Source: an optimization exercise on an open RTL-to-GDS flow (aim: small area, a short achievable clock period and few clock cycles). Production flows keep margins and buffers that such runs may drop.
In this exercise RTL edits were held to simulation tests only and were not proved equivalent to the original.

==> flow/run.sh <==
#!/bin/bash
# synth_recipe.tcl (not shown) runs the flow's synth.tcl, then flattens the netlist and writes it again
# the make line also repeats each setting of config.mk as NAME=value (left out here)
make -C /OpenROAD-flow-scripts/flow DESIGN_CONFIG=/design/flow/config.mk WORK_HOME=/design/flow/orfs CLKGATE_MAP_FILE= SYNTH_SCRIPT=/design/flow/synth_recipe.tcl finish
==> flow/config.mk <==
export PLATFORM = sky130hd
export DESIGN_NAME = matmul_top
export DESIGN_NICKNAME = matmul_top
export VERILOG_FILES = /design/flow/design.v
export SDC_FILE = /design/flow/constraint.sdc
export NUM_CORES = 4
export LEC_CHECK = 0
export CAP_MARGIN = 20
export CORE_MARGIN = 2
export CORE_UTILIZATION = 25
export SLEW_MARGIN = 20
==> flow/constraint.sdc <==
create_clock -name core_clock -period 10.0 [get_ports {clk}]
set_input_delay 2.0000 -clock core_clock [delete_from_list [all_inputs] [get_ports {clk}]]
set_output_delay 2.0000 -clock core_clock [all_outputs]
set_load 0.01 [all_outputs]
==> flow/design.v <==
`default_nettype none
package matmul_pkg;
    localparam int ELEM_W = 16;
    localparam int FRAC_W = 8;
    localparam int ACC_W  = 40;      
    localparam int IDX_W  = 8;
    typedef logic signed [ELEM_W-1:0] elem_t;    
    typedef logic signed [ACC_W-1:0]  acc_t;     
    typedef logic        [IDX_W-1:0]  res_idx_t;  
    typedef enum logic [2:0] {
        IDLE,
        LOAD,    
        DRAIN,   
        STORE,   
        NEXT     
    } seq_state_t;
    typedef struct packed {
        logic     en;
        res_idx_t row;
        res_idx_t col;
        acc_t     acc;       
    } res_wr_t;
endpackage
`default_nettype wire
`timescale 1ns/1ps
`default_nettype none
import matmul_pkg::*;
module matrix_bram
#(
    parameter  int DEPTH = 8,
    parameter  int BLOCK = 2,
    localparam int AW    = (DEPTH > 1) ? $clog2(DEPTH) : 1
) (
    input  logic              clk,
    input  logic              we,
    input  logic [AW-1:0]     waddr,
    input  logic [BLOCK-1:0][ELEM_W-1:0]  wdata,
    input  logic              rd_en,
    input  logic [AW-1:0]     raddr,
    output logic [BLOCK-1:0][ELEM_W-1:0]  rdata
);
    logic [BLOCK-1:0][ELEM_W-1:0]  mem [DEPTH];      
    always_ff @(posedge clk) begin
        if (we) begin
            mem[waddr] <= wdata;
        end
    end
    always_ff @(posedge clk) begin
        if (rd_en) begin
            rdata <= mem[raddr];         
        end
    end
endmodule
`default_nettype wire
`timescale 1ns/1ps
`default_nettype none
import matmul_pkg::*;
module systolic_pe
(
    input  logic  clk,
    input  logic  rst_n,
    input  logic  clear,
    input  logic  valid_in,
    input  logic signed [ELEM_W-1:0] a_in,
    input  logic signed [ELEM_W-1:0] b_in,
    output logic  valid_out,
    output logic signed [ELEM_W-1:0] a_out,
    output logic signed [ELEM_W-1:0] b_out,
    output logic signed [ACC_W-1:0]  acc
);
    logic signed [2*ELEM_W-1:0] prod;    
    assign prod = a_in * b_in;
    always_ff @(posedge clk) begin
        if (!rst_n) begin
            acc       <= '0;
            valid_out <= 1'b0;
        end else begin
            valid_out <= valid_in;
            if (clear) begin
                acc <= '0;                       
            end else if (valid_in) begin
                acc <= acc + ACC_W'(prod);       
            end
        end
    end
    always_ff @(posedge clk) begin
        a_out <= a_in;   
        b_out <= b_in;   
    end
endmodule
`default_nettype wire
`timescale 1ns/1ps
`default_nettype none
import matmul_pkg::*;
module systolic_array
#(
    parameter int BLOCK = 2
) (
    input  logic                     clk,
    input  logic                     rst_n,
    input  logic                     clear,
    input  logic                     feed_valid,
    input  logic [BLOCK-1:0][ELEM_W-1:0]         a_col,      
    input  logic [BLOCK-1:0][ELEM_W-1:0]         b_row,      
    output logic [BLOCK*BLOCK-1:0][ACC_W-1:0]    acc_all
);
    logic signed [ELEM_W-1:0] a_h [BLOCK][BLOCK+1];     
    logic  v_h [BLOCK][BLOCK+1];     
    logic signed [ELEM_W-1:0] b_v [BLOCK+1][BLOCK];     
    genvar i, j;
    for (i = 0; i < BLOCK; i++) begin : g_skew
        if (i == 0) begin : g_direct
            assign a_h[0][0] = a_col[0];
            assign v_h[0][0] = feed_valid;
            assign b_v[0][0] = b_row[0];
        end else begin : g_delay
            logic signed [ELEM_W-1:0] a_sr [i];
            logic signed [ELEM_W-1:0] b_sr [i];
            logic  v_sr [i];
            always_ff @(posedge clk) begin
                a_sr[0] <= a_col[i];
                b_sr[0] <= b_row[i];
                for (int d = 1; d < i; d++) begin
                    a_sr[d] <= a_sr[d-1];
                    b_sr[d] <= b_sr[d-1];
                end
            end
            always_ff @(posedge clk) begin
                if (!rst_n) begin
                    for (int d = 0; d < i; d++) begin
                        v_sr[d] <= 1'b0;
                    end
                end else begin
                    v_sr[0] <= feed_valid;
                    for (int d = 1; d < i; d++) begin
                        v_sr[d] <= v_sr[d-1];
                    end
                end
            end
            assign a_h[i][0] = a_sr[i-1];    
            assign v_h[i][0] = v_sr[i-1];
            assign b_v[0][i] = b_sr[i-1];    
        end
    end
    for (i = 0; i < BLOCK; i++) begin : g_row
        for (j = 0; j < BLOCK; j++) begin : g_col
            systolic_pe u_pe (
                .clk       (clk),
                .rst_n     (rst_n),
                .clear     (clear),
                .valid_in  (v_h[i][j]),
                .a_in      (a_h[i][j]),
                .b_in      (b_v[i][j]),
                .valid_out (v_h[i][j+1]),
                .a_out     (a_h[i][j+1]),
                .b_out     (b_v[i+1][j]),
                .acc       (acc_all[i*BLOCK+j])
            );
        end
    end
endmodule
`default_nettype wire
`timescale 1ns/1ps
`default_nettype none
import matmul_pkg::*;
module tile_sequencer
#(
    parameter  int BLOCK     = 2,
    parameter  int INNER     = 4,
    parameter  int A_ROWS    = 4,
    parameter  int B_COLS    = 4,
    localparam int TILE_ROWS = A_ROWS / BLOCK,
    localparam int TILE_COLS = B_COLS / BLOCK,
    localparam int A_DEPTH   = TILE_ROWS * INNER,
    localparam int B_DEPTH   = TILE_COLS * INNER,
    localparam int A_AW      = (A_DEPTH > 1) ? $clog2(A_DEPTH) : 1,
    localparam int B_AW      = (B_DEPTH > 1) ? $clog2(B_DEPTH) : 1
) (
    input  logic                    clk,
    input  logic                    rst_n,
    input  logic                    start,
    output logic                    busy,
    output logic                    done,
    output logic                    rd_en,
    output logic [A_AW-1:0]         a_rd_addr,
    output logic [B_AW-1:0]         b_rd_addr,
    output logic                    feed_valid,
    output logic                    clear,
    input  logic [BLOCK*BLOCK-1:0][ACC_W-1:0]   acc_all,
    output matmul_pkg::res_wr_t                 res_wr
);
    localparam int K_W  = $clog2(INNER + 1);
    localparam int D_W  = $clog2(2 * BLOCK + 1);
    localparam int E_W  = $clog2(BLOCK * BLOCK + 1);
    localparam int TR_W = $clog2(TILE_ROWS + 1);
    localparam int TC_W = $clog2(TILE_COLS + 1);
    matmul_pkg::seq_state_t      state;
    logic [K_W-1:0]  k_cnt;
    logic [D_W-1:0]  drain_cnt;
    logic [E_W-1:0]  st_cnt;         
    logic [TR_W-1:0] tile_row;
    logic [TC_W-1:0] tile_col;
    logic last_k, last_drain, last_st, last_tile;
    assign last_k     = (k_cnt == K_W'(INNER - 1));
    assign last_drain = (drain_cnt == D_W'(2 * BLOCK - 1));
    assign last_st    = (st_cnt == E_W'(BLOCK * BLOCK - 1));
    assign last_tile  = (tile_row == TR_W'(TILE_ROWS - 1)) &&
                        (tile_col == TC_W'(TILE_COLS - 1));
    assign rd_en     = (state == LOAD);
    assign a_rd_addr = A_AW'(tile_row * INNER + k_cnt);
    assign b_rd_addr = B_AW'(tile_col * INNER + k_cnt);
    assign clear     = (state == NEXT);      
    assign busy      = (state != IDLE);
    always_ff @(posedge clk) begin
        if (!rst_n) begin
            state     <= IDLE;
            k_cnt     <= '0;
            drain_cnt <= '0;
            st_cnt    <= '0;
            tile_row  <= '0;
            tile_col  <= '0;
        end else begin
            case (state)
                IDLE: begin
                    if (start) begin             
                        state    <= LOAD;
                        k_cnt    <= '0;
                        tile_row <= '0;
                        tile_col <= '0;
                    end
                end
                LOAD: begin
                    k_cnt <= k_cnt + 1'b1;
                    if (last_k) begin
                        state     <= DRAIN;
                        drain_cnt <= '0;
                    end
                end
                DRAIN: begin
                    drain_cnt <= drain_cnt + 1'b1;
                    if (last_drain) begin        
                        state  <= STORE;
                        st_cnt <= '0;
                    end
                end
                STORE: begin
                    st_cnt <= st_cnt + 1'b1;
                    if (last_st) begin
                        state <= NEXT;
                    end
                end
                NEXT: begin
                    k_cnt <= '0;
                    if (last_tile) begin
                        state <= IDLE;
                    end else begin
                        state <= LOAD;
                        if (tile_col == TC_W'(TILE_COLS - 1)) begin
                            tile_col <= '0;
                            tile_row <= tile_row + 1'b1;
                        end else begin
                            tile_col <= tile_col + 1'b1;
                        end
                    end
                end
                default: state <= IDLE;
            endcase
        end
    end
    always_ff @(posedge clk) begin
        if (!rst_n) begin
            feed_valid <= 1'b0;
            done       <= 1'b0;
            res_wr.en  <= 1'b0;
        end else begin
            feed_valid <= rd_en;         
            done       <= (state == STORE) && last_st && last_tile;
            res_wr.en  <= (state == STORE);
        end
        res_wr.row <= IDX_W'(tile_row * BLOCK + st_cnt / BLOCK);
        res_wr.col <= IDX_W'(tile_col * BLOCK + st_cnt % BLOCK);
        res_wr.acc <= acc_all[st_cnt];
    end
endmodule
`default_nettype wire
`timescale 1ns/1ps
`default_nettype none
import matmul_pkg::*;
module result_buffer
#(
    parameter  int A_ROWS = 4,
    parameter  int B_COLS = 4,
    localparam int DEPTH  = A_ROWS * B_COLS,
    localparam int R_AW   = (DEPTH > 1) ? $clog2(DEPTH) : 1
) (
    input  logic            clk,
    input  matmul_pkg::res_wr_t         res_wr,
    input  logic [R_AW-1:0] res_addr,
    output logic signed [ELEM_W-1:0]           res_data
);
    localparam logic signed [ACC_W-1:0] SAT_HI = ACC_W'((1 << (ELEM_W - 1)) - 1);
    localparam logic signed [ACC_W-1:0] SAT_LO = ACC_W'(-(1 << (ELEM_W - 1)));
    logic signed [ELEM_W-1:0]           mem [DEPTH];
    logic signed [ACC_W-1:0]            scaled;
    logic signed [ELEM_W-1:0]           sat_val;
    logic [R_AW-1:0] waddr;
    assign scaled = $signed(res_wr.acc) >>> FRAC_W;      
    assign waddr  = R_AW'(res_wr.row * B_COLS + res_wr.col);
    always_comb begin
        if (scaled > SAT_HI) begin
            sat_val = ELEM_W'(SAT_HI);
        end else if (scaled < SAT_LO) begin
            sat_val = ELEM_W'(SAT_LO);
        end else begin
            sat_val = ELEM_W'(scaled);           
        end
    end
    always_ff @(posedge clk) begin
        if (res_wr.en) begin
            mem[waddr] <= sat_val;
        end
    end
    always_ff @(posedge clk) begin
        res_data <= mem[res_addr];
    end
endmodule
`default_nettype wire
`timescale 1ns/1ps
`default_nettype none
import matmul_pkg::*;
module matmul_top
#(
    parameter  int BLOCK   = 4,
    parameter  int INNER   = 4,
    parameter  int A_ROWS  = 8,      
    parameter  int B_COLS  = 8,      
    localparam int A_DEPTH = (A_ROWS / BLOCK) * INNER,
    localparam int B_DEPTH = (B_COLS / BLOCK) * INNER,
    localparam int A_AW    = (A_DEPTH > 1) ? $clog2(A_DEPTH) : 1,
    localparam int B_AW    = (B_DEPTH > 1) ? $clog2(B_DEPTH) : 1,
    localparam int R_AW    = (A_ROWS * B_COLS > 1) ? $clog2(A_ROWS * B_COLS) : 1
) (
    input  logic              clk,
    input  logic              rst_n,
    input  logic              a_we,
    input  logic [A_AW-1:0]   a_addr,      
    input  logic [BLOCK-1:0][ELEM_W-1:0]  a_data,
    input  logic              b_we,
    input  logic [B_AW-1:0]   b_addr,      
    input  logic [BLOCK-1:0][ELEM_W-1:0]  b_data,
    input  logic              start,
    output logic              busy,
    output logic              done,
    input  logic [R_AW-1:0]   res_addr,
    output logic signed [ELEM_W-1:0]             res_data
);
    logic                    rd_en;
    logic [A_AW-1:0]         a_rd_addr;
    logic [B_AW-1:0]         b_rd_addr;
    logic [BLOCK-1:0][ELEM_W-1:0]        a_rd_data;    
    logic [BLOCK-1:0][ELEM_W-1:0]        b_rd_data;    
    logic                    feed_valid;
    logic                    clear;
    logic [BLOCK*BLOCK-1:0][ACC_W-1:0]   acc_all;
    matmul_pkg::res_wr_t                 res_wr;
    matrix_bram #(.DEPTH(A_DEPTH), .BLOCK(BLOCK)) a_mem (
        .clk   (clk),
        .we    (a_we),
        .waddr (a_addr),
        .wdata (a_data),
        .rd_en (rd_en),
        .raddr (a_rd_addr),
        .rdata (a_rd_data)
    );
    matrix_bram #(.DEPTH(B_DEPTH), .BLOCK(BLOCK)) b_mem (
        .clk   (clk),
        .we    (b_we),
        .waddr (b_addr),
        .wdata (b_data),
        .rd_en (rd_en),
        .raddr (b_rd_addr),
        .rdata (b_rd_data)
    );
    systolic_array #(.BLOCK(BLOCK)) u_array (
        .clk        (clk),
        .rst_n      (rst_n),
        .clear      (clear),
        .feed_valid (feed_valid),
        .a_col      (a_rd_data),
        .b_row      (b_rd_data),
        .acc_all    (acc_all)
    );
    tile_sequencer #(
        .BLOCK  (BLOCK),
        .INNER  (INNER),
        .A_ROWS (A_ROWS),
        .B_COLS (B_COLS)
    ) u_seq (
        .clk        (clk),
        .rst_n      (rst_n),
        .start      (start),
        .busy       (busy),
        .done       (done),
        .rd_en      (rd_en),
        .a_rd_addr  (a_rd_addr),
        .b_rd_addr  (b_rd_addr),
        .feed_valid (feed_valid),
        .clear      (clear),
        .acc_all    (acc_all),
        .res_wr     (res_wr)
    );
    result_buffer #(.A_ROWS(A_ROWS), .B_COLS(B_COLS)) u_res (
        .clk      (clk),
        .res_wr   (res_wr),
        .res_addr (res_addr),
        .res_data (res_data)
    );
endmodule
`default_nettype wire
==> flow_summary.yaml <==
floorplan:
  num_rows: 413
  initial_utilization_pct: 25.0
  die_area_um2: 1270000
  core_area_um2: 1260000
  die_w_mm: 1.13
  fp.dieH_mm: 1.13
  num_io_pins: 163
synthesis:
  synth_top_cell_area_share_pct: 33.5
  ys_types: 86
  ys.flop_type: "edfxtp_1"
  synth_nets: 35000
  seq_area_frac_synth_pct: 28.9
  synthArstFlopShare_pct: 0
  synth_area_leaders: "fa_1 (33%), edfxtp_1 (21%), dfxtp_1 (8.2%)"
  ys_warn_count: 29
  netlist_instances: 27700
  synth_edf_count: 2176
  netlist_area_um2: 316000
  synth_seq_cells: 3475
  avgSynthCellArea_um2: 11.4
  yosysTopAreaCell: "fa_1"
detailed_routing:
  routed_wl_mm: 842
  drc: 0
  initialDrtViolationCount: 13500
  post_drt_wl_per_cell_um: 18.8
  ant_nets: 0
  vias_per_cell: 4.39
  via_count: 197000
  dr.pass1.iters: 6
status:
  outcome: "no timing/DRC/antenna violations"
worst_setup_path:
  startpoint_type: "register"
  path_max_fanout: 17
  cp_common_cell: "fa_1"
  slowest_delay_ps: 910
  crit_slowest_cell: "dfxtp_1"
  worst-setup-path-type: "register to register"
  end_kind: "register"
  required_ps: 10980
  arrival_ps: 8910
  worstPathCellList: "nand2_1 > inv_1 > fa_1 > fa_1 > inv_1 > fa_1 > inv_1 > fa_1 > fa_1 > inv_1 > fa_1 > inv_1 > ha_1 > nand2_1 > or3_1 > nor4_1 > nor2_1 > o221ai_1 > a21o_1 > o41ai_1 > xnor2_1 > mux2i_1 > nor2_1"
run:
  maxCapViolCount: 0
clocking:
  htree_levels: 5
  worstSkewPairLatency_ps: 1140
  clockBufferDepth: 5
  cts-resized-gates: 0
  cts_root_buf: "clkbuf_16"
  cts_tree: "yes"
  cts.sink_count: 3475
  numCtsBuffers: 403
  hold_buffers: 0
  cts.reportedPaths.clkPinSlew_ps: 70
  postCtsSetupRepairBufs: 0
layout:
  fillCellCount: 130000
  num-nets-final: 34900
  multi_input_area_um2: 197000
  design_area_um2: 351000
  layout_common_cells: "inv_1 (6422), fa_1 (5280), nand2_1 (2472)"
  drive_above_1_share_pct: 6.79
  synthToLayoutAreaGrowth_pct: 11.2
  register_area_um2: 91400
  final_common_cell: "inv_1"
global_routing:
  first_global_vias: 220000
  grt-ovfl-total: 0
  grt_pass1_wl_mm: 1320
  antenna_found_initial: 99
  grt_max_degree: 133
  grt.total_usage_pct: 13.3
timing:
  rsz0062_at_grt: "no"
  fin_crit_ps: 7920
  final-hold-violation-count: 0
  timing.final.ws_setup_ps: 2080
  tightest_slew_ps: 1170
  setup_tns_ps: 0
  holdWs_ps: 295
  max_freq_mhz: 126
  setup_violations: 0
  slew_headroom_pct: 20.3
  final_max_slew_viol_count: 0
  skew_ps: 144
  min_period_over_period_pct: 79.2
worst_hold_path:
  hold_path.class: "register to register"
placement:
  dp_hpwl_mm: 655
  dpl-instance-area_um2: 338000
  pre_cts_ws_ps: 1920
  port_buffers: 162
  gp_congestion: 0.913
==> metrics by stage <==
| stage | instances | utilization (%) |
|---|---|---|
| 4_1_cts | 44800 | 27.8 |
| 2_1_floorplan | 27700 | - |
| 6_report | 44900 | 27.8 |
| 5_1_grt | 44800 | 27.8 |
| 3_3_place_gp | 44100 | 26.7 |
| 3_5_place_dp | 44100 | 26.8 |
==> cell type report <==
cell class                 count  share of cell area (%)
timing repair buffer         440                    1.10
inverter                    6425                    6.87
antenna                       80                  0.0570
sequential                  3475                    26.0
multi-input combinational  16900                    56.2
clock buffer                 498                    3.10
clock inverter               234                   0.700
tap                        16800                    5.99
==> cells in the mapped netlist, types with 20 or more instances <==
cell and n:
fa_1 5280, nand2b_1 112, xor2_1 204, a21o_1 295, nor2b_1 80, a21oi_1 525, a211oi_1 79, nand3b_1 20
a31oi_1 59, o31ai_1 30, nor3_1 103, xnor2_1 421, o21ai_0 293, nor2_1 1063, ha_1 1848, dfxtp_1 1299
nand2_1 2474, and2_1 1873, and3_1 65, edfxtp_1 2176, o21bai_1 82, o21a_1 89, clkbuf_1 779, inv_1 6423
nand3_1 128, o21ai_1 109, mux4_2 752, nand4_1 40, buf_1 113, mux2_2 129, mux2i_1 373, o211ai_1 36
or3_1 31
==> layer usage <==
layer	GRT usage, %	vias to the layer above	routed length (um)
li1	-	86300	-
met1	16.5	104000	339000
met2	23.1	5525	414000
met3	2.27	1350	51400
met4	5.30	46	37700
met5	0	-	464
==> logic make-up (layout without fill, tap and decap cells) <==
logic type / count (synthesis) / in the layout / share of synthesized area, %
AOI/OAI and AO/OA: 1833 / 1833 / 3.70
muxes: 1254 / 1254 / 7.00
adders and majority gates: 7128 / 7128 / 40.8
DFF: 3475 / 3475 / 28.9
and+or+nand+nor: 6072 / 6072 / 9.17
buffers and inverters: 7317 / 7597 / 8.69
other: 0 / 80 / 0
xor gates and xnor gates: 625 / 625 / 1.73
==> state kept, by name (all words and copies together) (netlist names), 3 cells and up <==
signal / flops
u_res.mem: 1024
u_array.g_row.g_col.u_pe.acc: 640
a_mem.mem: 512
b_mem.mem: 512
u_array.g_row.g_col.u_pe.a_out: 192
u_array.g_row.g_col.u_pe.b_out: 192
u_array.g_skew.g_delay.a_sr: 96
u_array.g_skew.g_delay.b_sr: 96
a_mem.rdata: 64
b_mem.rdata: 64
u_seq.res_wr: 40
u_res.res_data: 16
u_seq.st_cnt: 5
u_seq.drain_cnt: 4
u_array.g_row.g_col.u_pe.valid_out: 3
u_array.g_skew.g_delay.v_sr: 3
u_seq.k_cnt: 3
u_seq.state: 3
==> final timing paths <==
path / start / endpoint / slack [ps] / cells past startpoint
max reg2reg: u_array.g_skew[1].g_delay.b_sr[0][1]$_DFF_P_ / u_array.g_row[0].g_col[1].u_pe.acc[36]$_SDFFE_PP0P_ / 2080 / 23
max: u_array.g_skew[1].g_delay.b_sr[0][1]$_DFF_P_ / u_array.g_row[0].g_col[1].u_pe.acc[36]$_SDFFE_PP0P_ / 2080 / 23
min reg2reg: u_array.g_skew[2].g_delay.a_sr[0][3]$_DFF_P_ / u_array.g_skew[2].g_delay.a_sr[1][3]$_DFF_P_ / 300 / 0
min: u_array.g_skew[2].g_delay.a_sr[0][3]$_DFF_P_ / u_array.g_skew[2].g_delay.a_sr[1][3]$_DFF_P_ / 300 / 0
==> critical path, delay by kind of cell, from the launching register on <==
kind                     cells  cell delay (ps)
buffers and inverters        5              360
multiplexers                 1              140
XOR/XNOR                     1              140
flip-flops                   1              910
AND/OR/NAND/NOR              6             1910
AO/OA/AOI/OAI                3              860
adder cells (fa/ha/maj)      7             3430
Testbench counts, summed over its fixed seeds: cycles 11,656.

## re-timing with driven ports
The flow's constraints put no driver on any port. The routed layout listed below was extracted and timed again, unchanged, in two steps.
Step 1: set_driving_cell puts a clkbuf_16 on clk and a buf_2 on each other input, an assumption about the parent block.
Step 2 adds t to the input delays and takes it off the output delays; t is the mean of the earliest and latest rising clock arrival at the registers after step 1. Input paths then give back, and output paths get back, about the clock's delay inside the block.
Three values: ideal, step 1, step 2; two values: the first two.
t, ns: 1.237
setup WS [ns]: 2.076 / 2.076 / 2.076
worst data-port slew with drivers (ns): 0.35
cell pins on the clock port's net: 1
After both steps setup and hold are still met in this run. For this run, drivers alone change the setup slack by 0.000 ns; drivers and shift together by 0.000 ns.
